This is an optimization exercise on Yosys and OpenROAD, whose aim is small area, a short achievable clock period and few clock cycles per item, not a production implementation.
RTL that was checked went through simulation tests only; none was proved equivalent to the original.
Only the layout flow was run in run 2; the RTL was not checked for function there.

## flow/design.v (module list and top-level ports; edited modules follow where they fit)
// module fp_mul_pipe: 2161 lines
// module fp_mul_fa: 10 lines
// module fp_mul_ha: 9 lines
// module fp_mul_sched: 80 lines
// module fp_mul_sched_top: 33 lines
module fp_mul_sched_top (
    input  logic         clk,
    input  logic         reset_n,
    input  logic [3:0]   req_valid,
    input  logic [127:0] req_x,
    input  logic [127:0] req_y,
    output logic [3:0]   req_ready,
    output logic         res_valid,
    input  logic         res_ready,
    output logic [1:0]   res_id,
    output logic [31:0]  res_data,
    output logic [4:0]   res_flags,
    output logic         busy
);
  // ...
==> flow/flow/run.sh <==
#!/bin/bash
# Layout flow: the standard flow (standard.sh) with two changes after synthesis:
# the port buffers are the small sky130_fd_sc_hd__buf_1 instead of the delay cell
# buffer_ports picks by default, and timing repair may swap a cell for one with a
# different footprint (MATCH_CELL_FOOTPRINT=0), so those buffers can be resized.
# Synthesis is the standard one, unchanged. Each step's output goes to its own log here.
set -uo pipefail
bash standard.sh synth > synth.log 2>&1 || exit 1
bash standard.sh "BUFFER_PORTS_ARGS=-buffer_cell sky130_fd_sc_hd__buf_1" MATCH_CELL_FOOTPRINT=0 finish > layout.log 2>&1 || exit 1
==> flow/standard.sh <==
#!/bin/bash
# synth_recipe.tcl (not shown) runs the flow's synth.tcl, then flattens the netlist and writes it again
# the make line also repeats each setting of config.mk as NAME=value (left out here)
make -C /OpenROAD-flow-scripts/flow DESIGN_CONFIG=/design/flow/config.mk WORK_HOME=/design/flow/orfs CLKGATE_MAP_FILE= SYNTH_SCRIPT=/design/flow/synth_recipe.tcl "${@:-finish}"
==> flow/config.mk <==
export PLATFORM = sky130hd
export DESIGN_NAME = fp_mul_sched_top
export DESIGN_NICKNAME = fp_mul_sched_top
export VERILOG_FILES = /design/flow/design.v
export SDC_FILE = /design/flow/constraint.sdc
export NUM_CORES = 4
export LEC_CHECK = 0
export ABC_AREA = 1
export CAP_MARGIN = 5
export CORE_MARGIN = 2
export CORE_UTILIZATION = 40
export CTS_BUF_LIST = sky130_fd_sc_hd__clkbuf_4 sky130_fd_sc_hd__clkbuf_8
export PLACE_DENSITY = 0.75
export SETUP_SLACK_MARGIN = 4.0
export SLEW_MARGIN = 5
export SYNTH_HIERARCHICAL = 1
==> flow/constraint.sdc <==
create_clock -name core_clock -period 10.5 [get_ports {clk}]
set_input_delay 2.1000 -clock core_clock [delete_from_list [all_inputs] [get_ports {clk}]]
set_output_delay 2.1000 -clock core_clock [all_outputs]
set_load 0.01 [all_outputs]
==> flow_summary.toml, run 1 <==
[logic_synthesis]
compound_gate_portion_of_the_synthesized_area = 0.1096
leading_cell_types_by_count_after_synthesis = "nand2_1 (440), xor2_1 (297), o22ai_1 (262)"
postSynthAreaPerCell_sq_um = 8.886

[clock_tree]
clock_tree.buffer_depth = 2
cts_tree = "done"
cts_hold_repair.buffers = 0

[route]
wl_met3_um = 9366

[global_route]
grt_max_degree = 85
grt_util_met3 = 0.07582
globalRouteMet2Util = 0.3855

[timing]
slew_viol_final = 0
count_of_final_setup_violators = 0
timing.slew.headroom = 0.2669

[floorplanning]
die_width_um = 229.6
die_y_um = 229.6

[layout]
largest-register = "u_sched.u_mul.mq"
fillCellCount = 4705
leading_cell_kind = "multi-input gates"

[place]
preCtsSetupSlack_ps = 2714

[critical_path]
critical-path-slowest-cell = "clkinvlp_2"
cp_max_fo = 41
crit_top_cell = "fa_1"

[status]
outcome = "finished clean"

[min_path]
holdCritPathClass = "reg -> reg"
hold_path_depth = 2
Testbench counts, summed over its fixed seeds: cycles 2,056, items 2,048.
==> run 2, diff against run 1 <==
--- a/flow/design.v
+++ b/flow/design.v
@@ -977,17 +977,17 @@
     logic s629;
     logic c630;
     logic s631;
     logic c632;
     logic s633;
     logic c634;
     logic s635;
     logic c636;
-    logic [100:0] m_c, mq;
+    logic [96:0] m_c, mq;
     logic        sgn_q, zero_q, nan_q, inf_q, lcq;
     logic [7:0]  e0_q;
     logic        unf0_q, unf1_q, ovf0_q, ovf1_q;
     assign a = {1'b1, x_i[22:0]};
     assign b = {1'b1, y_i[22:0]};
     always_comb begin
         zero_c = (x_i[30:23] == 8'd0) || (y_i[30:23] == 8'd0);
         nan_c  = !zero_c && ((x_i[30:23] == 8'hFF && x_i[22:0] != 23'd0) ||
@@ -1641,68 +1641,68 @@
     fp_mul_ha u_s559 (.a(c484), .b(s485), .s(s559), .co(c560));
     fp_mul_ha u_s561 (.a(c486), .b(s487), .s(s561), .co(c562));
     fp_mul_ha u_s563 (.a(c488), .b(s489), .s(s563), .co(c564));
     fp_mul_ha u_s565 (.a(c490), .b(s491), .s(s565), .co(c566));
     fp_mul_ha u_s567 (.a(c492), .b(s493), .s(s567), .co(c568));
     fp_mul_ha u_s569 (.a(c494), .b(s495), .s(s569), .co(c570));
     fp_mul_ha u_s571 (.a(c496), .b(s497), .s(s571), .co(c572));
     fp_mul_ha u_s573 (.a(c498), .b(s499), .s(s573), .co(c574));
-    logic [8:0] lowsum;
-    assign lowsum = {1'b0, s375, c196, c194, s193, c2, s1, pp0_1, pp0_0} + {1'b0, pp3_1, s197, s195, neg[2], s3, neg[1], 1'b0, neg[0]};
-    assign m_c = {s573, c572, s571, c570, s569, c568, s567, c566, s565, c564, s563, c562, s561, c560, s559, c558, s557, c556, s555, c554, s479, s553, c552, s475, s551, c550, s471, s549, c548, s467, s547, c546, s463, s545, c544, s459, s543, c542, s455, s541, c540, s451, s539, c538, s447, s537, c536, s443, s535, c534, s439, s533, c532, s435, s531, c530, s431, s529, c528, s427, s527, c526, s423, s525, c524, s419, s523, c522, s415, s521, c520, s411, s519, c518, s407, s517, c516, s403, s515, c514, s399, s513, c512, s511, c510, s509, c508, s507, c506, s505, c504, s503, c502, s29, s501, s381, c380, s379, c378, s377, c376};
+    logic [10:0] lowsum;
+    assign lowsum = {1'b0, c378, c376, s375, c196, c194, s193, c2, s1, pp0_1, pp0_0} + {1'b0, s379, s377, pp3_1, s197, s195, neg[2], s3, neg[1], 1'b0, neg[0]};
+    assign m_c = {s573, c572, s571, c570, s569, c568, s567, c566, s565, c564, s563, c562, s561, c560, s559, c558, s557, c556, s555, c554, s479, s553, c552, s475, s551, c550, s471, s549, c548, s467, s547, c546, s463, s545, c544, s459, s543, c542, s455, s541, c540, s451, s539, c538, s447, s537, c536, s443, s535, c534, s439, s533, c532, s435, s531, c530, s431, s529, c528, s427, s527, c526, s423, s525, c524, s419, s523, c522, s415, s521, c520, s411, s519, c518, s407, s517, c516, s403, s515, c514, s399, s513, c512, s511, c510, s509, c508, s507, c506, s505, c504, s503, c502, s29, s501, s381, c380};
     always_ff @(posedge clk) begin
         if (en_i) begin
             mq     <= m_c;
             sgn_q  <= sgn_c;
             zero_q <= zero_c;
             nan_q  <= nan_c;
             inf_q  <= inf_c;
             e0_q   <= e0_c;
             unf0_q <= unf0_c;
             unf1_q <= unf1_c;
             ovf0_q <= ovf0_c;
             ovf1_q <= ovf1_c;
-            lcq    <= lowsum[8];
+            lcq    <= lowsum[10];
         end
     end
-    fp_mul_ha u_s575 (.a(mq[18]), .b(mq[19]), .s(s575), .co(c576));
-    fp_mul_fa u_s577 (.a(mq[21]), .b(mq[22]), .c(mq[23]), .s(s577), .co(c578));
-    fp_mul_fa u_s579 (.a(mq[24]), .b(mq[25]), .c(mq[26]), .s(s579), .co(c580));
-    fp_mul_fa u_s581 (.a(mq[27]), .b(mq[28]), .c(mq[29]), .s(s581), .co(c582));
-    fp_mul_fa u_s583 (.a(mq[30]), .b(mq[31]), .c(mq[32]), .s(s583), .co(c584));
-    fp_mul_fa u_s585 (.a(mq[33]), .b(mq[34]), .c(mq[35]), .s(s585), .co(c586));
-    fp_mul_fa u_s587 (.a(mq[36]), .b(mq[37]), .c(mq[38]), .s(s587), .co(c588));
-    fp_mul_fa u_s589 (.a(mq[39]), .b(mq[40]), .c(mq[41]), .s(s589), .co(c590));
-    fp_mul_fa u_s591 (.a(mq[42]), .b(mq[43]), .c(mq[44]), .s(s591), .co(c592));
-    fp_mul_fa u_s593 (.a(mq[45]), .b(mq[46]), .c(mq[47]), .s(s593), .co(c594));
-    fp_mul_fa u_s595 (.a(mq[48]), .b(mq[49]), .c(mq[50]), .s(s595), .co(c596));
-    fp_mul_fa u_s597 (.a(mq[51]), .b(mq[52]), .c(mq[53]), .s(s597), .co(c598));
-    fp_mul_fa u_s599 (.a(mq[54]), .b(mq[55]), .c(mq[56]), .s(s599), .co(c600));
-    fp_mul_fa u_s601 (.a(mq[57]), .b(mq[58]), .c(mq[59]), .s(s601), .co(c602));
-    fp_mul_fa u_s603 (.a(mq[60]), .b(mq[61]), .c(mq[62]), .s(s603), .co(c604));
-    fp_mul_fa u_s605 (.a(mq[63]), .b(mq[64]), .c(mq[65]), .s(s605), .co(c606));
-    fp_mul_fa u_s607 (.a(mq[66]), .b(mq[67]), .c(mq[68]), .s(s607), .co(c608));
-    fp_mul_fa u_s609 (.a(mq[69]), .b(mq[70]), .c(mq[71]), .s(s609), .co(c610));
-    fp_mul_fa u_s611 (.a(mq[72]), .b(mq[73]), .c(mq[74]), .s(s611), .co(c612));
-    fp_mul_fa u_s613 (.a(mq[75]), .b(mq[76]), .c(mq[77]), .s(s613), .co(c614));
-    fp_mul_fa u_s615 (.a(mq[78]), .b(mq[79]), .c(mq[80]), .s(s615), .co(c616));
-    fp_mul_ha u_s617 (.a(mq[81]), .b(mq[82]), .s(s617), .co(c618));
-    fp_mul_ha u_s619 (.a(mq[83]), .b(mq[84]), .s(s619), .co(c620));
-    fp_mul_ha u_s621 (.a(mq[85]), .b(mq[86]), .s(s621), .co(c622));
-    fp_mul_ha u_s623 (.a(mq[87]), .b(mq[88]), .s(s623), .co(c624));
-    fp_mul_ha u_s625 (.a(mq[89]), .b(mq[90]), .s(s625), .co(c626));
-    fp_mul_ha u_s627 (.a(mq[91]), .b(mq[92]), .s(s627), .co(c628));
-    fp_mul_ha u_s629 (.a(mq[93]), .b(mq[94]), .s(s629), .co(c630));
-    fp_mul_ha u_s631 (.a(mq[95]), .b(mq[96]), .s(s631), .co(c632));
-    fp_mul_ha u_s633 (.a(mq[97]), .b(mq[98]), .s(s633), .co(c634));
-    fp_mul_ha u_s635 (.a(mq[99]), .b(mq[100]), .s(s635), .co(c636));
-    logic [47:8] prod;
-    logic [40:0] pg, pp_;   
-    logic [39:0] hp;
+    fp_mul_ha u_s575 (.a(mq[14]), .b(mq[15]), .s(s575), .co(c576));
+    fp_mul_fa u_s577 (.a(mq[17]), .b(mq[18]), .c(mq[19]), .s(s577), .co(c578));
+    fp_mul_fa u_s579 (.a(mq[20]), .b(mq[21]), .c(mq[22]), .s(s579), .co(c580));
+    fp_mul_fa u_s581 (.a(mq[23]), .b(mq[24]), .c(mq[25]), .s(s581), .co(c582));
+    fp_mul_fa u_s583 (.a(mq[26]), .b(mq[27]), .c(mq[28]), .s(s583), .co(c584));
+    fp_mul_fa u_s585 (.a(mq[29]), .b(mq[30]), .c(mq[31]), .s(s585), .co(c586));
+    fp_mul_fa u_s587 (.a(mq[32]), .b(mq[33]), .c(mq[34]), .s(s587), .co(c588));
+    fp_mul_fa u_s589 (.a(mq[35]), .b(mq[36]), .c(mq[37]), .s(s589), .co(c590));
+    fp_mul_fa u_s591 (.a(mq[38]), .b(mq[39]), .c(mq[40]), .s(s591), .co(c592));
+    fp_mul_fa u_s593 (.a(mq[41]), .b(mq[42]), .c(mq[43]), .s(s593), .co(c594));
+    fp_mul_fa u_s595 (.a(mq[44]), .b(mq[45]), .c(mq[46]), .s(s595), .co(c596));
+    fp_mul_fa u_s597 (.a(mq[47]), .b(mq[48]), .c(mq[49]), .s(s597), .co(c598));
+    fp_mul_fa u_s599 (.a(mq[50]), .b(mq[51]), .c(mq[52]), .s(s599), .co(c600));
+    fp_mul_fa u_s601 (.a(mq[53]), .b(mq[54]), .c(mq[55]), .s(s601), .co(c602));
+    fp_mul_fa u_s603 (.a(mq[56]), .b(mq[57]), .c(mq[58]), .s(s603), .co(c604));
+    fp_mul_fa u_s605 (.a(mq[59]), .b(mq[60]), .c(mq[61]), .s(s605), .co(c606));
+    fp_mul_fa u_s607 (.a(mq[62]), .b(mq[63]), .c(mq[64]), .s(s607), .co(c608));
+    fp_mul_fa u_s609 (.a(mq[65]), .b(mq[66]), .c(mq[67]), .s(s609), .co(c610));
+    fp_mul_fa u_s611 (.a(mq[68]), .b(mq[69]), .c(mq[70]), .s(s611), .co(c612));
+    fp_mul_fa u_s613 (.a(mq[71]), .b(mq[72]), .c(mq[73]), .s(s613), .co(c614));
+    fp_mul_fa u_s615 (.a(mq[74]), .b(mq[75]), .c(mq[76]), .s(s615), .co(c616));
+    fp_mul_ha u_s617 (.a(mq[77]), .b(mq[78]), .s(s617), .co(c618));
+    fp_mul_ha u_s619 (.a(mq[79]), .b(mq[80]), .s(s619), .co(c620));
+    fp_mul_ha u_s621 (.a(mq[81]), .b(mq[82]), .s(s621), .co(c622));
+    fp_mul_ha u_s623 (.a(mq[83]), .b(mq[84]), .s(s623), .co(c624));
+    fp_mul_ha u_s625 (.a(mq[85]), .b(mq[86]), .s(s625), .co(c626));
+    fp_mul_ha u_s627 (.a(mq[87]), .b(mq[88]), .s(s627), .co(c628));
+    fp_mul_ha u_s629 (.a(mq[89]), .b(mq[90]), .s(s629), .co(c630));
+    fp_mul_ha u_s631 (.a(mq[91]), .b(mq[92]), .s(s631), .co(c632));
+    fp_mul_ha u_s633 (.a(mq[93]), .b(mq[94]), .s(s633), .co(c634));
+    fp_mul_ha u_s635 (.a(mq[95]), .b(mq[96]), .s(s635), .co(c636));
+    logic [47:10] prod;
+    logic [38:0] pg, pp_;   
+    logic [37:0] hp;
     assign pg[0] = lcq;
     assign pp_[0] = 1'b0;
     assign hp[0] = mq[0] ^ mq[1];
     assign pg[1] = mq[0] & mq[1];
     assign pp_[1] = mq[0] | mq[1];
     assign hp[1] = mq[2] ^ mq[3];
     assign pg[2] = mq[2] & mq[3];
     assign pp_[2] = mq[2] | mq[3];
@@ -1716,115 +1716,109 @@
     assign pg[5] = mq[8] & mq[9];
     assign pp_[5] = mq[8] | mq[9];
     assign hp[5] = mq[10] ^ mq[11];
     assign pg[6] = mq[10] & mq[11];
     assign pp_[6] = mq[10] | mq[11];
     assign hp[6] = mq[12] ^ mq[13];
     assign pg[7] = mq[12] & mq[13];
     assign pp_[7] = mq[12] | mq[13];
-    assign hp[7] = mq[14] ^ mq[15];
-    assign pg[8] = mq[14] & mq[15];
-    assign pp_[8] = mq[14] | mq[15];
-    assign hp[8] = mq[16] ^ mq[17];
-    assign pg[9] = mq[16] & mq[17];
-    assign pp_[9] = mq[16] | mq[17];
-    assign hp[9] = s575 ^ mq[20];
-    assign pg[10] = s575 & mq[20];
-    assign pp_[10] = s575 | mq[20];
-    assign hp[10] = c576 ^ s577;
-    assign pg[11] = c576 & s577;
-    assign pp_[11] = c576 | s577;
-    assign hp[11] = c578 ^ s579;
-    assign pg[12] = c578 & s579;
-    assign pp_[12] = c578 | s579;
-    assign hp[12] = c580 ^ s581;
-    assign pg[13] = c580 & s581;
-    assign pp_[13] = c580 | s581;
-    assign hp[13] = c582 ^ s583;
-    assign pg[14] = c582 & s583;
-    assign pp_[14] = c582 | s583;
-    assign hp[14] = c584 ^ s585;
-    assign pg[15] = c584 & s585;
-    assign pp_[15] = c584 | s585;
-    assign hp[15] = c586 ^ s587;
-    assign pg[16] = c586 & s587;
-    assign pp_[16] = c586 | s587;
-    assign hp[16] = c588 ^ s589;
-    assign pg[17] = c588 & s589;
-    assign pp_[17] = c588 | s589;
-    assign hp[17] = c590 ^ s591;
-    assign pg[18] = c590 & s591;
-    assign pp_[18] = c590 | s591;
-    assign hp[18] = c592 ^ s593;
-    assign pg[19] = c592 & s593;
-    assign pp_[19] = c592 | s593;
-    assign hp[19] = c594 ^ s595;
-    assign pg[20] = c594 & s595;
-    assign pp_[20] = c594 | s595;
-    assign hp[20] = c596 ^ s597;
-    assign pg[21] = c596 & s597;
-    assign pp_[21] = c596 | s597;
-    assign hp[21] = c598 ^ s599;
-    assign pg[22] = c598 & s599;
-    assign pp_[22] = c598 | s599;
-    assign hp[22] = c600 ^ s601;
-    assign pg[23] = c600 & s601;
-    assign pp_[23] = c600 | s601;
-    assign hp[23] = c602 ^ s603;
-    assign pg[24] = c602 & s603;
-    assign pp_[24] = c602 | s603;
-    assign hp[24] = c604 ^ s605;
-    assign pg[25] = c604 & s605;
-    assign pp_[25] = c604 | s605;
-    assign hp[25] = c606 ^ s607;
-    assign pg[26] = c606 & s607;
-    assign pp_[26] = c606 | s607;
-    assign hp[26] = c608 ^ s609;
-    assign pg[27] = c608 & s609;
-    assign pp_[27] = c608 | s609;
-    assign hp[27] = c610 ^ s611;
-    assign pg[28] = c610 & s611;
-    assign pp_[28] = c610 | s611;
-    assign hp[28] = c612 ^ s613;
-    assign pg[29] = c612 & s613;
-    assign pp_[29] = c612 | s613;
-    assign hp[29] = c614 ^ s615;
-    assign pg[30] = c614 & s615;
-    assign pp_[30] = c614 | s615;
-    assign hp[30] = c616 ^ s617;
-    assign pg[31] = c616 & s617;
-    assign pp_[31] = c616 | s617;
-    assign hp[31] = c618 ^ s619;
-    assign pg[32] = c618 & s619;
-    assign pp_[32] = c618 | s619;
-    assign hp[32] = c620 ^ s621;
-    assign pg[33] = c620 & s621;
-    assign pp_[33] = c620 | s621;
-    assign hp[33] = c622 ^ s623;
-    assign pg[34] = c622 & s623;
-    assign pp_[34] = c622 | s623;
-    assign hp[34] = c624 ^ s625;
-    assign pg[35] = c624 & s625;
-    assign pp_[35] = c624 | s625;
-    assign hp[35] = c626 ^ s627;
-    assign pg[36] = c626 & s627;
-    assign pp_[36] = c626 | s627;
-    assign hp[36] = c628 ^ s629;
-    assign pg[37] = c628 & s629;
-    assign pp_[37] = c628 | s629;
-    assign hp[37] = c630 ^ s631;
-    assign pg[38] = c630 & s631;
-    assign pp_[38] = c630 | s631;
-    assign hp[38] = c632 ^ s633;
-    assign pg[39] = c632 & s633;
-    assign pp_[39] = c632 | s633;
-    assign hp[39] = c634 ^ s635;
-    assign pg[40] = c634 & s635;
-    assign pp_[40] = c634 | s635;
+    assign hp[7] = s575 ^ mq[16];
+    assign pg[8] = s575 & mq[16];
+    assign pp_[8] = s575 | mq[16];
+    assign hp[8] = c576 ^ s577;
+    assign pg[9] = c576 & s577;
+    assign pp_[9] = c576 | s577;
+    assign hp[9] = c578 ^ s579;
+    assign pg[10] = c578 & s579;
+    assign pp_[10] = c578 | s579;
+    assign hp[10] = c580 ^ s581;
+    assign pg[11] = c580 & s581;
+    assign pp_[11] = c580 | s581;
+    assign hp[11] = c582 ^ s583;
+    assign pg[12] = c582 & s583;
+    assign pp_[12] = c582 | s583;
+    assign hp[12] = c584 ^ s585;
+    assign pg[13] = c584 & s585;
+    assign pp_[13] = c584 | s585;
+    assign hp[13] = c586 ^ s587;
+    assign pg[14] = c586 & s587;
+    assign pp_[14] = c586 | s587;
+    assign hp[14] = c588 ^ s589;
+    assign pg[15] = c588 & s589;
+    assign pp_[15] = c588 | s589;
+    assign hp[15] = c590 ^ s591;
+    assign pg[16] = c590 & s591;
+    assign pp_[16] = c590 | s591;
+    assign hp[16] = c592 ^ s593;
+    assign pg[17] = c592 & s593;
+    assign pp_[17] = c592 | s593;
+    assign hp[17] = c594 ^ s595;
+    assign pg[18] = c594 & s595;
+    assign pp_[18] = c594 | s595;
+    assign hp[18] = c596 ^ s597;
+    assign pg[19] = c596 & s597;
+    assign pp_[19] = c596 | s597;
+    assign hp[19] = c598 ^ s599;
+    assign pg[20] = c598 & s599;
+    assign pp_[20] = c598 | s599;
+    assign hp[20] = c600 ^ s601;
+    assign pg[21] = c600 & s601;
+    assign pp_[21] = c600 | s601;
+    assign hp[21] = c602 ^ s603;
+    assign pg[22] = c602 & s603;
+    assign pp_[22] = c602 | s603;
+    assign hp[22] = c604 ^ s605;
+    assign pg[23] = c604 & s605;
+    assign pp_[23] = c604 | s605;
+    assign hp[23] = c606 ^ s607;
+    assign pg[24] = c606 & s607;
+    assign pp_[24] = c606 | s607;
+    assign hp[24] = c608 ^ s609;
+    assign pg[25] = c608 & s609;
+    assign pp_[25] = c608 | s609;
+    assign hp[25] = c610 ^ s611;
+    assign pg[26] = c610 & s611;
+    assign pp_[26] = c610 | s611;
+    assign hp[26] = c612 ^ s613;
+    assign pg[27] = c612 & s613;
+    assign pp_[27] = c612 | s613;
+    assign hp[27] = c614 ^ s615;
+    assign pg[28] = c614 & s615;
+    assign pp_[28] = c614 | s615;
+    assign hp[28] = c616 ^ s617;
+    assign pg[29] = c616 & s617;
+    assign pp_[29] = c616 | s617;
+    assign hp[29] = c618 ^ s619;
+    assign pg[30] = c618 & s619;
+    assign pp_[30] = c618 | s619;
+    assign hp[30] = c620 ^ s621;
+    assign pg[31] = c620 & s621;
+    assign pp_[31] = c620 | s621;
+    assign hp[31] = c622 ^ s623;
+    assign pg[32] = c622 & s623;
+    assign pp_[32] = c622 | s623;
+    assign hp[32] = c624 ^ s625;
+    assign pg[33] = c624 & s625;
+    assign pp_[33] = c624 | s625;
+    assign hp[33] = c626 ^ s627;
+    assign pg[34] = c626 & s627;
+    assign pp_[34] = c626 | s627;
+    assign hp[34] = c628 ^ s629;
+    assign pg[35] = c628 & s629;
+    assign pp_[35] = c628 | s629;
+    assign hp[35] = c630 ^ s631;
+    assign pg[36] = c630 & s631;
+    assign pp_[36] = c630 | s631;
+    assign hp[36] = c632 ^ s633;
+    assign pg[37] = c632 & s633;
+    assign pp_[37] = c632 | s633;
+    assign hp[37] = c634 ^ s635;
+    assign pg[38] = c634 & s635;
+    assign pp_[38] = c634 | s635;
     logic cg1, cp1;
     assign cg1 = pg[1] | (pp_[1] & pg[0]);
     assign cp1 = pp_[1] & pp_[0];
     logic cg2, cp2;
     assign cg2 = pg[3] | (pp_[3] & pg[2]);
     assign cp2 = pp_[3] & pp_[2];
     logic cg3, cp3;
     assign cg3 = pg[5] | (pp_[5] & pg[4]);
@@ -1873,304 +1867,284 @@
     assign cp17 = pp_[33] & pp_[32];
     logic cg18, cp18;
     assign cg18 = pg[35] | (pp_[35] & pg[34]);
     assign cp18 = pp_[35] & pp_[34];
     logic cg19, cp19;
     assign cg19 = pg[37] | (pp_[37] & pg[36]);
     assign cp19 = pp_[37] & pp_[36];
     logic cg20, cp20;
-    assign cg20 = pg[39] | (pp_[39] & pg[38]);
-    assign cp20 = pp_[39] & pp_[38];
+    assign cg20 = pg[2] | (pp_[2] & cg1);
+    assign cp20 = pp_[2] & cp1;
     logic cg21, cp21;
-    assign cg21 = pg[2] | (pp_[2] & cg1);
-    assign cp21 = pp_[2] & cp1;
+    assign cg21 = cg2 | (cp2 & cg1);
+    assign cp21 = cp2 & cp1;
     logic cg22, cp22;
-    assign cg22 = cg2 | (cp2 & cg1);
-    assign cp22 = cp2 & cp1;
+    assign cg22 = pg[6] | (pp_[6] & cg3);
+    assign cp22 = pp_[6] & cp3;
     logic cg23, cp23;
-    assign cg23 = pg[6] | (pp_[6] & cg3);
-    assign cp23 = pp_[6] & cp3;
+    assign cg23 = cg4 | (cp4 & cg3);
+    assign cp23 = cp4 & cp3;
     logic cg24, cp24;
-    assign cg24 = cg4 | (cp4 & cg3);
-    assign cp24 = cp4 & cp3;
+    assign cg24 = pg[10] | (pp_[10] & cg5);
+    assign cp24 = pp_[10] & cp5;
     logic cg25, cp25;
-    assign cg25 = pg[10] | (pp_[10] & cg5);
-    assign cp25 = pp_[10] & cp5;
+    assign cg25 = cg6 | (cp6 & cg5);
+    assign cp25 = cp6 & cp5;
     logic cg26, cp26;
-    assign cg26 = cg6 | (cp6 & cg5);
-    assign cp26 = cp6 & cp5;
+    assign cg26 = pg[14] | (pp_[14] & cg7);
+    assign cp26 = pp_[14] & cp7;
     logic cg27, cp27;
-    assign cg27 = pg[14] | (pp_[14] & cg7);
-    assign cp27 = pp_[14] & cp7;
+    assign cg27 = cg8 | (cp8 & cg7);
+    assign cp27 = cp8 & cp7;
     logic cg28, cp28;
-    assign cg28 = cg8 | (cp8 & cg7);
-    assign cp28 = cp8 & cp7;
+    assign cg28 = pg[18] | (pp_[18] & cg9);
+    assign cp28 = pp_[18] & cp9;
     logic cg29, cp29;
-    assign cg29 = pg[18] | (pp_[18] & cg9);
-    assign cp29 = pp_[18] & cp9;
+    assign cg29 = cg10 | (cp10 & cg9);
+    assign cp29 = cp10 & cp9;
     logic cg30, cp30;
-    assign cg30 = cg10 | (cp10 & cg9);
-    assign cp30 = cp10 & cp9;
+    assign cg30 = pg[22] | (pp_[22] & cg11);
+    assign cp30 = pp_[22] & cp11;
     logic cg31, cp31;
-    assign cg31 = pg[22] | (pp_[22] & cg11);
-    assign cp31 = pp_[22] & cp11;
+    assign cg31 = cg12 | (cp12 & cg11);
+    assign cp31 = cp12 & cp11;
     logic cg32, cp32;
-    assign cg32 = cg12 | (cp12 & cg11);
-    assign cp32 = cp12 & cp11;
+    assign cg32 = pg[26] | (pp_[26] & cg13);
+    assign cp32 = pp_[26] & cp13;
     logic cg33, cp33;
-    assign cg33 = pg[26] | (pp_[26] & cg13);
-    assign cp33 = pp_[26] & cp13;
+    assign cg33 = cg14 | (cp14 & cg13);
+    assign cp33 = cp14 & cp13;
     logic cg34, cp34;
-    assign cg34 = cg14 | (cp14 & cg13);
-    assign cp34 = cp14 & cp13;
+    assign cg34 = pg[30] | (pp_[30] & cg15);
+    assign cp34 = pp_[30] & cp15;
     logic cg35, cp35;
-    assign cg35 = pg[30] | (pp_[30] & cg15);
-    assign cp35 = pp_[30] & cp15;
+    assign cg35 = cg16 | (cp16 & cg15);
+    assign cp35 = cp16 & cp15;
     logic cg36, cp36;
-    assign cg36 = cg16 | (cp16 & cg15);
-    assign cp36 = cp16 & cp15;
+    assign cg36 = pg[34] | (pp_[34] & cg17);
+    assign cp36 = pp_[34] & cp17;
     logic cg37, cp37;
-    assign cg37 = pg[34] | (pp_[34] & cg17);
-    assign cp37 = pp_[34] & cp17;
+    assign cg37 = cg18 | (cp18 & cg17);
+    assign cp37 = cp18 & cp17;
     logic cg38, cp38;
-    assign cg38 = cg18 | (cp18 & cg17);
-    assign cp38 = cp18 & cp17;
+    assign cg38 = pg[38] | (pp_[38] & cg19);
+    assign cp38 = pp_[38] & cp19;
     logic cg39, cp39;
-    assign cg39 = pg[38] | (pp_[38] & cg19);
-    assign cp39 = pp_[38] & cp19;
+    assign cg39 = pg[4] | (pp_[4] & cg21);
+    assign cp39 = pp_[4] & cp21;
     logic cg40, cp40;
-    assign cg40 = cg20 | (cp20 & cg19);
-    assign cp40 = cp20 & cp19;
+    assign cg40 = cg3 | (cp3 & cg21);
+    assign cp40 = cp3 & cp21;
     logic cg41, cp41;
-    assign cg41 = pg[4] | (pp_[4] & cg22);
-    assign cp41 = pp_[4] & cp22;
+    assign cg41 = cg22 | (cp22 & cg21);
+    assign cp41 = cp22 & cp21;
     logic cg42, cp42;
-    assign cg42 = cg3 | (cp3 & cg22);
-    assign cp42 = cp3 & cp22;
+    assign cg42 = cg23 | (cp23 & cg21);
+    assign cp42 = cp23 & cp21;
     logic cg43, cp43;
-    assign cg43 = cg23 | (cp23 & cg22);
-    assign cp43 = cp23 & cp22;
+    assign cg43 = pg[12] | (pp_[12] & cg25);
+    assign cp43 = pp_[12] & cp25;
     logic cg44, cp44;
-    assign cg44 = cg24 | (cp24 & cg22);
-    assign cp44 = cp24 & cp22;
+    assign cg44 = cg7 | (cp7 & cg25);
+    assign cp44 = cp7 & cp25;
     logic cg45, cp45;
-    assign cg45 = pg[12] | (pp_[12] & cg26);
-    assign cp45 = pp_[12] & cp26;
+    assign cg45 = cg26 | (cp26 & cg25);
+    assign cp45 = cp26 & cp25;
     logic cg46, cp46;
-    assign cg46 = cg7 | (cp7 & cg26);
-    assign cp46 = cp7 & cp26;
+    assign cg46 = cg27 | (cp27 & cg25);
+    assign cp46 = cp27 & cp25;
     logic cg47, cp47;
-    assign cg47 = cg27 | (cp27 & cg26);
-    assign cp47 = cp27 & cp26;
+    assign cg47 = pg[20] | (pp_[20] & cg29);
+    assign cp47 = pp_[20] & cp29;
     logic cg48, cp48;
-    assign cg48 = cg28 | (cp28 & cg26);
-    assign cp48 = cp28 & cp26;
+    assign cg48 = cg11 | (cp11 & cg29);
+    assign cp48 = cp11 & cp29;
     logic cg49, cp49;
-    assign cg49 = pg[20] | (pp_[20] & cg30);
-    assign cp49 = pp_[20] & cp30;
+    assign cg49 = cg30 | (cp30 & cg29);
+    assign cp49 = cp30 & cp29;
     logic cg50, cp50;
-    assign cg50 = cg11 | (cp11 & cg30);
-    assign cp50 = cp11 & cp30;
+    assign cg50 = cg31 | (cp31 & cg29);
+    assign cp50 = cp31 & cp29;
     logic cg51, cp51;
-    assign cg51 = cg31 | (cp31 & cg30);
-    assign cp51 = cp31 & cp30;
+    assign cg51 = pg[28] | (pp_[28] & cg33);
+    assign cp51 = pp_[28] & cp33;
     logic cg52, cp52;
-    assign cg52 = cg32 | (cp32 & cg30);
-    assign cp52 = cp32 & cp30;
+    assign cg52 = cg15 | (cp15 & cg33);
+    assign cp52 = cp15 & cp33;
     logic cg53, cp53;
-    assign cg53 = pg[28] | (pp_[28] & cg34);
-    assign cp53 = pp_[28] & cp34;
+    assign cg53 = cg34 | (cp34 & cg33);
+    assign cp53 = cp34 & cp33;
     logic cg54, cp54;
-    assign cg54 = cg15 | (cp15 & cg34);
-    assign cp54 = cp15 & cp34;
+    assign cg54 = cg35 | (cp35 & cg33);
+    assign cp54 = cp35 & cp33;
     logic cg55, cp55;
-    assign cg55 = cg35 | (cp35 & cg34);
-    assign cp55 = cp35 & cp34;
+    assign cg55 = pg[36] | (pp_[36] & cg37);
+    assign cp55 = pp_[36] & cp37;
     logic cg56, cp56;
-    assign cg56 = cg36 | (cp36 & cg34);
-    assign cp56 = cp36 & cp34;
+    assign cg56 = cg19 | (cp19 & cg37);
+    assign cp56 = cp19 & cp37;
     logic cg57, cp57;
-    assign cg57 = pg[36] | (pp_[36] & cg38);
-    assign cp57 = pp_[36] & cp38;
+    assign cg57 = cg38 | (cp38 & cg37);
+    assign cp57 = cp38 & cp37;
     logic cg58, cp58;
-    assign cg58 = cg19 | (cp19 & cg38);
-    assign cp58 = cp19 & cp38;
+    assign cg58 = pg[8] | (pp_[8] & cg42);
+    assign cp58 = pp_[8] & cp42;
     logic cg59, cp59;
-    assign cg59 = cg39 | (cp39 & cg38);
-    assign cp59 = cp39 & cp38;
+    assign cg59 = cg5 | (cp5 & cg42);
+    assign cp59 = cp5 & cp42;
     logic cg60, cp60;
-    assign cg60 = cg40 | (cp40 & cg38);
-    assign cp60 = cp40 & cp38;
+    assign cg60 = cg24 | (cp24 & cg42);
+    assign cp60 = cp24 & cp42;
     logic cg61, cp61;
-    assign cg61 = pg[8] | (pp_[8] & cg44);
-    assign cp61 = pp_[8] & cp44;
+    assign cg61 = cg25 | (cp25 & cg42);
+    assign cp61 = cp25 & cp42;
     logic cg62, cp62;
-    assign cg62 = cg5 | (cp5 & cg44);
-    assign cp62 = cp5 & cp44;
+    assign cg62 = cg43 | (cp43 & cg42);
+    assign cp62 = cp43 & cp42;
     logic cg63, cp63;
-    assign cg63 = cg25 | (cp25 & cg44);
-    assign cp63 = cp25 & cp44;
+    assign cg63 = cg44 | (cp44 & cg42);
+    assign cp63 = cp44 & cp42;
     logic cg64, cp64;
-    assign cg64 = cg26 | (cp26 & cg44);
-    assign cp64 = cp26 & cp44;
+    assign cg64 = cg45 | (cp45 & cg42);
+    assign cp64 = cp45 & cp42;
     logic cg65, cp65;
-    assign cg65 = cg45 | (cp45 & cg44);
-    assign cp65 = cp45 & cp44;
+    assign cg65 = cg46 | (cp46 & cg42);
+    assign cp65 = cp46 & cp42;
     logic cg66, cp66;
-    assign cg66 = cg46 | (cp46 & cg44);
-    assign cp66 = cp46 & cp44;
+    assign cg66 = pg[24] | (pp_[24] & cg50);
+    assign cp66 = pp_[24] & cp50;
     logic cg67, cp67;
-    assign cg67 = cg47 | (cp47 & cg44);
-    assign cp67 = cp47 & cp44;
+    assign cg67 = cg13 | (cp13 & cg50);
+    assign cp67 = cp13 & cp50;
     logic cg68, cp68;
-    assign cg68 = cg48 | (cp48 & cg44);
-    assign cp68 = cp48 & cp44;
+    assign cg68 = cg32 | (cp32 & cg50);
+    assign cp68 = cp32 & cp50;
     logic cg69, cp69;
-    assign cg69 = pg[24] | (pp_[24] & cg52);
-    assign cp69 = pp_[24] & cp52;
+    assign cg69 = cg33 | (cp33 & cg50);
+    assign cp69 = cp33 & cp50;
     logic cg70, cp70;
-    assign cg70 = cg13 | (cp13 & cg52);
-    assign cp70 = cp13 & cp52;
+    assign cg70 = cg51 | (cp51 & cg50);
+    assign cp70 = cp51 & cp50;
     logic cg71, cp71;
-    assign cg71 = cg33 | (cp33 & cg52);
-    assign cp71 = cp33 & cp52;
+    assign cg71 = cg52 | (cp52 & cg50);
+    assign cp71 = cp52 & cp50;
     logic cg72, cp72;
-    assign cg72 = cg34 | (cp34 & cg52);
-    assign cp72 = cp34 & cp52;
+    assign cg72 = cg53 | (cp53 & cg50);
+    assign cp72 = cp53 & cp50;
     logic cg73, cp73;
-    assign cg73 = cg53 | (cp53 & cg52);
-    assign cp73 = cp53 & cp52;
+    assign cg73 = cg54 | (cp54 & cg50);
+    assign cp73 = cp54 & cp50;
     logic cg74, cp74;
-    assign cg74 = cg54 | (cp54 & cg52);
-    assign cp74 = cp54 & cp52;
+    assign cg74 = pg[16] | (pp_[16] & cg65);
+    assign cp74 = pp_[16] & cp65;
     logic cg75, cp75;
-    assign cg75 = cg55 | (cp55 & cg52);
-    assign cp75 = cp55 & cp52;
+    assign cg75 = cg9 | (cp9 & cg65);
+    assign cp75 = cp9 & cp65;
     logic cg76, cp76;
-    assign cg76 = cg56 | (cp56 & cg52);
-    assign cp76 = cp56 & cp52;
+    assign cg76 = cg28 | (cp28 & cg65);
+    assign cp76 = cp28 & cp65;
     logic cg77, cp77;
-    assign cg77 = pg[40] | (pp_[40] & cg60);
-    assign cp77 = pp_[40] & cp60;
+    assign cg77 = cg29 | (cp29 & cg65);
+    assign cp77 = cp29 & cp65;
     logic cg78, cp78;
-    assign cg78 = pg[16] | (pp_[16] & cg68);
-    assign cp78 = pp_[16] & cp68;
+    assign cg78 = cg47 | (cp47 & cg65);
+    assign cp78 = cp47 & cp65;
     logic cg79, cp79;
-    assign cg79 = cg9 | (cp9 & cg68);
-    assign cp79 = cp9 & cp68;
+    assign cg79 = cg48 | (cp48 & cg65);
+    assign cp79 = cp48 & cp65;
     logic cg80, cp80;
-    assign cg80 = cg29 | (cp29 & cg68);
-    assign cp80 = cp29 & cp68;
+    assign cg80 = cg49 | (cp49 & cg65);
+    assign cp80 = cp49 & cp65;
     logic cg81, cp81;
-    assign cg81 = cg30 | (cp30 & cg68);
-    assign cp81 = cp30 & cp68;
+    assign cg81 = cg50 | (cp50 & cg65);
+    assign cp81 = cp50 & cp65;
     logic cg82, cp82;
-    assign cg82 = cg49 | (cp49 & cg68);
-    assign cp82 = cp49 & cp68;
+    assign cg82 = cg66 | (cp66 & cg65);
+    assign cp82 = cp66 & cp65;
     logic cg83, cp83;
-    assign cg83 = cg50 | (cp50 & cg68);
-    assign cp83 = cp50 & cp68;
+    assign cg83 = cg67 | (cp67 & cg65);
+    assign cp83 = cp67 & cp65;
     logic cg84, cp84;
-    assign cg84 = cg51 | (cp51 & cg68);
-    assign cp84 = cp51 & cp68;
+    assign cg84 = cg68 | (cp68 & cg65);
+    assign cp84 = cp68 & cp65;
     logic cg85, cp85;
-    assign cg85 = cg52 | (cp52 & cg68);
-    assign cp85 = cp52 & cp68;
+    assign cg85 = cg69 | (cp69 & cg65);
+    assign cp85 = cp69 & cp65;
     logic cg86, cp86;
-    assign cg86 = cg69 | (cp69 & cg68);
-    assign cp86 = cp69 & cp68;
+    assign cg86 = cg70 | (cp70 & cg65);
+    assign cp86 = cp70 & cp65;
     logic cg87, cp87;
-    assign cg87 = cg70 | (cp70 & cg68);
-    assign cp87 = cp70 & cp68;
+    assign cg87 = cg71 | (cp71 & cg65);
+    assign cp87 = cp71 & cp65;
     logic cg88, cp88;
-    assign cg88 = cg71 | (cp71 & cg68);
-    assign cp88 = cp71 & cp68;
+    assign cg88 = cg72 | (cp72 & cg65);
+    assign cp88 = cp72 & cp65;
     logic cg89, cp89;
-    assign cg89 = cg72 | (cp72 & cg68);
-    assign cp89 = cp72 & cp68;
+    assign cg89 = cg73 | (cp73 & cg65);
+    assign cp89 = cp73 & cp65;
     logic cg90, cp90;
-    assign cg90 = cg73 | (cp73 & cg68);
-    assign cp90 = cp73 & cp68;
+    assign cg90 = pg[32] | (pp_[32] & cg89);
+    assign cp90 = pp_[32] & cp89;
     logic cg91, cp91;
-    assign cg91 = cg74 | (cp74 & cg68);
-    assign cp91 = cp74 & cp68;
+    assign cg91 = cg17 | (cp17 & cg89);
+    assign cp91 = cp17 & cp89;
     logic cg92, cp92;
-    assign cg92 = cg75 | (cp75 & cg68);
-    assign cp92 = cp75 & cp68;
+    assign cg92 = cg36 | (cp36 & cg89);
+    assign cp92 = cp36 & cp89;
     logic cg93, cp93;
-    assign cg93 = cg76 | (cp76 & cg68);
-    assign cp93 = cp76 & cp68;
+    assign cg93 = cg37 | (cp37 & cg89);
+    assign cp93 = cp37 & cp89;
     logic cg94, cp94;
-    assign cg94 = pg[32] | (pp_[32] & cg93);
-    assign cp94 = pp_[32] & cp93;
+    assign cg94 = cg55 | (cp55 & cg89);
+    assign cp94 = cp55 & cp89;
     logic cg95, cp95;
-    assign cg95 = cg17 | (cp17 & cg93);
-    assign cp95 = cp17 & cp93;
+    assign cg95 = cg56 | (cp56 & cg89);
+    assign cp95 = cp56 & cp89;
     logic cg96, cp96;
-    assign cg96 = cg37 | (cp37 & cg93);
-    assign cp96 = cp37 & cp93;
-    logic cg97, cp97;
-    assign cg97 = cg38 | (cp38 & cg93);
-    assign cp97 = cp38 & cp93;
-    logic cg98, cp98;
-    assign cg98 = cg57 | (cp57 & cg93);
-    assign cp98 = cp57 & cp93;
-    logic cg99, cp99;
-    assign cg99 = cg58 | (cp58 & cg93);
-    assign cp99 = cp58 & cp93;
-    logic cg100, cp100;
-    assign cg100 = cg59 | (cp59 & cg93);
-    assign cp100 = cp59 & cp93;
-    logic cg101, cp101;
-    assign cg101 = cg60 | (cp60 & cg93);
-    assign cp101 = cp60 & cp93;
-    logic cg102, cp102;
-    assign cg102 = cg77 | (cp77 & cg93);
-    assign cp102 = cp77 & cp93;
-    assign prod[8] = hp[0] ^ pg[0];
-    assign prod[9] = hp[1] ^ cg1;
-    assign prod[10] = hp[2] ^ cg21;
-    assign prod[11] = hp[3] ^ cg22;
-    assign prod[12] = hp[4] ^ cg41;
-    assign prod[13] = hp[5] ^ cg42;
-    assign prod[14] = hp[6] ^ cg43;
-    assign prod[15] = hp[7] ^ cg44;
-    assign prod[16] = hp[8] ^ cg61;
-    assign prod[17] = hp[9] ^ cg62;
-    assign prod[18] = hp[10] ^ cg63;
-    assign prod[19] = hp[11] ^ cg64;
-    assign prod[20] = hp[12] ^ cg65;
-    assign prod[21] = hp[13] ^ cg66;
-    assign prod[22] = hp[14] ^ cg67;
-    assign prod[23] = hp[15] ^ cg68;
-    assign prod[24] = hp[16] ^ cg78;
-    assign prod[25] = hp[17] ^ cg79;
-    assign prod[26] = hp[18] ^ cg80;
-    assign prod[27] = hp[19] ^ cg81;
-    assign prod[28] = hp[20] ^ cg82;
-    assign prod[29] = hp[21] ^ cg83;
-    assign prod[30] = hp[22] ^ cg84;
-    assign prod[31] = hp[23] ^ cg85;
-    assign prod[32] = hp[24] ^ cg86;
-    assign prod[33] = hp[25] ^ cg87;
-    assign prod[34] = hp[26] ^ cg88;
-    assign prod[35] = hp[27] ^ cg89;
-    assign prod[36] = hp[28] ^ cg90;
-    assign prod[37] = hp[29] ^ cg91;
-    assign prod[38] = hp[30] ^ cg92;
-    assign prod[39] = hp[31] ^ cg93;
-    assign prod[40] = hp[32] ^ cg94;
-    assign prod[41] = hp[33] ^ cg95;
-    assign prod[42] = hp[34] ^ cg96;
-    assign prod[43] = hp[35] ^ cg97;
-    assign prod[44] = hp[36] ^ cg98;
-    assign prod[45] = hp[37] ^ cg99;
-    assign prod[46] = hp[38] ^ cg100;
-    assign prod[47] = hp[39] ^ cg101;
+    assign cg96 = cg57 | (cp57 & cg89);
+    assign cp96 = cp57 & cp89;
+    assign prod[10] = hp[0] ^ pg[0];
+    assign prod[11] = hp[1] ^ cg1;
+    assign prod[12] = hp[2] ^ cg20;
+    assign prod[13] = hp[3] ^ cg21;
+    assign prod[14] = hp[4] ^ cg39;
+    assign prod[15] = hp[5] ^ cg40;
+    assign prod[16] = hp[6] ^ cg41;
+    assign prod[17] = hp[7] ^ cg42;
+    assign prod[18] = hp[8] ^ cg58;
+    assign prod[19] = hp[9] ^ cg59;
+    assign prod[20] = hp[10] ^ cg60;
+    assign prod[21] = hp[11] ^ cg61;
+    assign prod[22] = hp[12] ^ cg62;
+    assign prod[23] = hp[13] ^ cg63;
+    assign prod[24] = hp[14] ^ cg64;
+    assign prod[25] = hp[15] ^ cg65;
+    assign prod[26] = hp[16] ^ cg74;
+    assign prod[27] = hp[17] ^ cg75;
+    assign prod[28] = hp[18] ^ cg76;
+    assign prod[29] = hp[19] ^ cg77;
+    assign prod[30] = hp[20] ^ cg78;
+    assign prod[31] = hp[21] ^ cg79;
+    assign prod[32] = hp[22] ^ cg80;
+    assign prod[33] = hp[23] ^ cg81;
+    assign prod[34] = hp[24] ^ cg82;
+    assign prod[35] = hp[25] ^ cg83;
+    assign prod[36] = hp[26] ^ cg84;
+    assign prod[37] = hp[27] ^ cg85;
+    assign prod[38] = hp[28] ^ cg86;
+    assign prod[39] = hp[29] ^ cg87;
+    assign prod[40] = hp[30] ^ cg88;
+    assign prod[41] = hp[31] ^ cg89;
+    assign prod[42] = hp[32] ^ cg90;
+    assign prod[43] = hp[33] ^ cg91;
+    assign prod[44] = hp[34] ^ cg92;
+    assign prod[45] = hp[35] ^ cg93;
+    assign prod[46] = hp[36] ^ cg94;
+    assign prod[47] = hp[37] ^ cg95;
     logic        norm, unf, ovf, kill;
     logic [7:0]  e0p1, e;
     logic [22:0] man;
     always_comb begin
         norm    = prod[47];
         e0p1    = e0_q + 8'd1;
         e       = norm ? e0p1 : e0_q;
         man     = norm ? prod[46:24] : prod[45:23];
==> flow/config.mk (replaced) <==
export PLATFORM = sky130hd
export DESIGN_NAME = fp_mul_sched_top
export DESIGN_NICKNAME = fp_mul_sched_top
export VERILOG_FILES = /design/flow/design.v
export SDC_FILE = /design/flow/constraint.sdc
export NUM_CORES = 4
export LEC_CHECK = 0
export ABC_AREA = 1
export CAP_MARGIN = 20
export CORE_MARGIN = 2
export CORE_UTILIZATION = 40
export CTS_BUF_LIST = sky130_fd_sc_hd__clkbuf_4 sky130_fd_sc_hd__clkbuf_8
export PLACE_DENSITY = 0.75
export SETUP_SLACK_MARGIN = 4.0
export SLEW_MARGIN = 20
export SYNTH_HIERARCHICAL = 1
==> flow_summary.toml, run 2 <==
[status]
outcome = "finished clean"

[floorplanning]
die_width_um = 230.5
floorplan.initialDensity = 0.4025
floorplan.die_area_sq_um = 53130
placeableCoreArea_sq_um = 50990
ioPinCount = 308
num_rows = 83
die_y_um = 230.5

[logic_synthesis]
asyncSetResetFlopFracSynth = 0.02521
synth_cells = 2310
synth_top_area_cell = "fa_1"
synth.ff_latch_count = 119
yosysWarningCount = 8
yosys.area.top_type_share = 0.2488
postSynthNetCount = 2977
synth-edff-count = 116
yosys.cell_count.top_type = "nand2_1"
mappedNetlistArea_sq_um = 20520
postSynth.topFlopCell = "edfxtp_1"
leading_cell_types_by_count_after_synthesis = "nand2_1 (452), xor2_1 (299), o22ai_1 (263)"
postSynthAreaPerCell_sq_um = 8.884
synth_sequential_area_ratio = 0.1735
netlist-cell-type-count = 50
ys_top_cells_by_area = "fa_1 (25%), edfxtp_1 (17%), xor2_1 (13%)"

[timing]
final.period_utilization = 0.6258
slew_viol_final = 0
count_of_final_setup_violators = 0
timing.slew.headroom = 0.4238
final.setup.tns_ps = 0
final_hold_viol_count = 0
grt_setup_unrepaired = "true"
fmax_mhz = 152.2
finClkSkew_ps = 26.21
tightest_slew_ps = 857.7
final.min_clock_period_ps = 6571

[clock_tree]
cts_buffers = 17
cts_hold_repair.buffers = 0
clkLatencyLatePin_ps = 490
cts_tree = "done"
clkSinkCount = 119
clock_tree.buffer_depth = 2
cts_htree_levels = 4
clock_tree.root_cell = "clkbuf_8"
clkTransAtPathRegs_ps = 90

[layout]
multiInputGateArea_sq_um = 15620
ff_latch_area_sq_um = 3561
layout.cells.non_filler = 3292
num-nets-final = 3264
largest-register = "u_sched.u_mul.mq"
largest_register_ff_count = 97
flow.area_growth_from_synthesis_pct = 15.13
layout-drive-gt1-share = 0.1115
final_area_sq_um = 23630
fillCellCount = 4753
mostFrequentLayoutCell = "nand2_1"
reg.largest.list = "u_sched.u_mul.mq: 97 flops, u_sched.u_mul.e0_q: 8 flops"
layout.cells.most_common_list = "nand2_1 (449), buf_1 (307), xor2_1 (299)"

[critical_path]
worstPathRequired_ps = 10730
cp-start-kind = "input pin"
critPathCaptureType = "flop"
timing.critical_path.slowest_cell_delay_ps = 540
cpLargestDelayFamily = "adder cells"
path_buf_inv = 5
cp_cell_sequence = "buf_1 -> inv_1 -> o21ai_0 -> nand2_1 -> nand2_1 -> inv_2 -> buf_12 -> nand2_1 -> nand4_1 -> inv_4 -> nand2_4 -> o22ai_1 -> xor2_1 -> fa_1 -> fa_1 -> fa_1 -> ha_1 -> a21oi_1 -> o21ai_0 -> a21oi_1 -> o41ai_1"
critical-path-slowest-cell = "fa_1"
cp_data_arrival_time_ps = 6800
setup.worst_path.class = "in -> reg"
cp_max_fo = 64

[global_route]
grt_pass1_wl_um = 99920
grt_pass1_vias = 18040
grt_antenna_before_repair = 4
globalRouteTotalUtil = 0.2420
overflow_after_grt = 0
grt_max_degree = 87

[route]
dr_total_vias = 19100
vias_per_cell = 5.801
wl_met3_um = 9608
routed.top_layer = "met5"
remaining_drc_errors = 0
routed_wire_length_per_instance_um = 21.51
drt_first_pass_iters = 7
detailedRoute.firstIterationViolations = 2351
final_antenna_net_count = 0
dr_wl_met2_um = 29810
finalWirelength_um = 70830
met1Wirelength_um = 26560

[job]
drv_cap = 0

[min_path]
holdCritPathClass = "reg -> reg"

[place]
hpwlAfterDp_um = 46670
placed_cell_area_sq_um = 22010
place.port_buffers = 307
gp_congestion = 0.9396
dpl.cell_count = 3165
run 2: cell count changes after synthesis, sizes merged, moves of 4 or more:
cell	delta
nand2	+15
clkbuf	+10
edfxtp	-4
nand3	+23
nor2	-11
o21ai	-5
a21oi	+9
inv	-6
buf	-8
run 2: cell families after synthesis:
group,count (synthesis),share of synthesized area
AND/OR/NAND/NOR,721,0.1625
flip-flops,119,0.1735
buffers and inverters,372,0.07584
adder cells (fa/ha/maj),404,0.3396
other,1,0.0001827
AO/OA/AOI/OAI,366,0.1088
XOR/XNOR,327,0.1396
run 2: final cells by class:
class | instances | area share
sequential | 119 | 0.1507
timing repair buffer | 404 | 0.09008
antenna | 2 | 0.0002118
multi-input combinational | 1822 | 0.6609
clock inverter | 13 | 0.007255
clock buffer | 19 | 0.01054
tap | 680 | 0.03601
inverter | 211 | 0.03760
timing repair inverter | 22 | 0.006672
run 2: worst min-delay path: stages, from the launching register on:
cell,delay (ps)
dfstp_2,400
nand2_1,60
nand2_1,40
run 2: repair_timing:
item / in CTS / in global routing
setup endpoints to repair: 100 / 104
resized for setup: 25 / 83
setup buffers: 2 / 61
cloned: 5 / 24
pin swaps: 1 / 10
run 2: final timing paths:
path                       cells past startpoint  slack, ps              start                   end
min                                            2        500  u_sched.last_q[0]     u_sched.last_q[0]
max                                           21       3930       req_valid[1]     u_sched.u_mul.lcq
min in group asynchronous                      1       1400            reset_n         u_sched.vld_q
min reg2reg                                    2        500  u_sched.last_q[0]     u_sched.last_q[0]
max reg2reg                                   14       5030  u_sched.last_q[1]  u_sched.u_mul.mq[48]
max in group asynchronous                      1       8850            reset_n     u_sched.last_q[0]
run 2: layer usage:
layer,vias to the layer above,global-route usage
li1,8317,-
met2,1590,0.3671
met4,2,0.1212
met5,-,0
met3,374,0.05991
met1,8814,0.3218
run 2: stage by stage:
| stage | utilization | worst slack [ps] | hold WS, ps |
|---|---|---|---|
| 2_1_floorplan | - | 4026 | 455.3 |
| 3_3_place_gp | 0.4316 | 2888 | 475.6 |
| 3_5_place_dp | 0.4316 | 2884 | 484.2 |
| 4_1_cts | 0.4425 | 3780 | 499.0 |
| 5_1_grt | 0.4634 | 3745 | 508.7 |
| 6_report | 0.4634 | 3929 | 496.1 |
run 2: per-module statistics from Yosys, one instance, submodules excluded, excerpt:
module / cells inside / area (sq um) / copies in the design / flip-flops and latches
fp_mul_pipe: 1602 / 12850 / 1 / 114
fp_mul_ha: 1 / 12.51 / 56 / 0
fp_mul_fa: 1 / 20.02 / 252 / 0

[afterwards: timing with drivers on the ports]
Ports are ideal in the flow. The routed layouts listed here were re-timed in OpenROAD. Step 1: set_driving_cell puts a clkbuf_16 on clk and a buf_2 on each other input, an assumption about the parent block. Step 2 times the ports against the registers' clock, not the clock port: input delays grow and output delays shrink by t, the midpoint of the rising clock arrivals with the driver on. Slacks: ideal ports / drivers / drivers and shift; pairs: ideal ports / drivers.
run | t (ns) | setup slack, ns | hold WS [ns] | worst register clock-pin slew, ns
run 1 | 0.542 | 4.100 / 4.131 / 3.589 | 0.497 / 0.497 / 0.497 | 0.10 / 0.10
run 2 | 0.528 | 3.929 / 3.929 / 3.402 | 0.496 / 0.496 / 0.496 | 0.10 / 0.10
After both steps setup and hold are still met in every run listed. The setup slack of run 2, which loses most, moves by 0.000 ns with the drivers and by -0.527 ns with both steps.
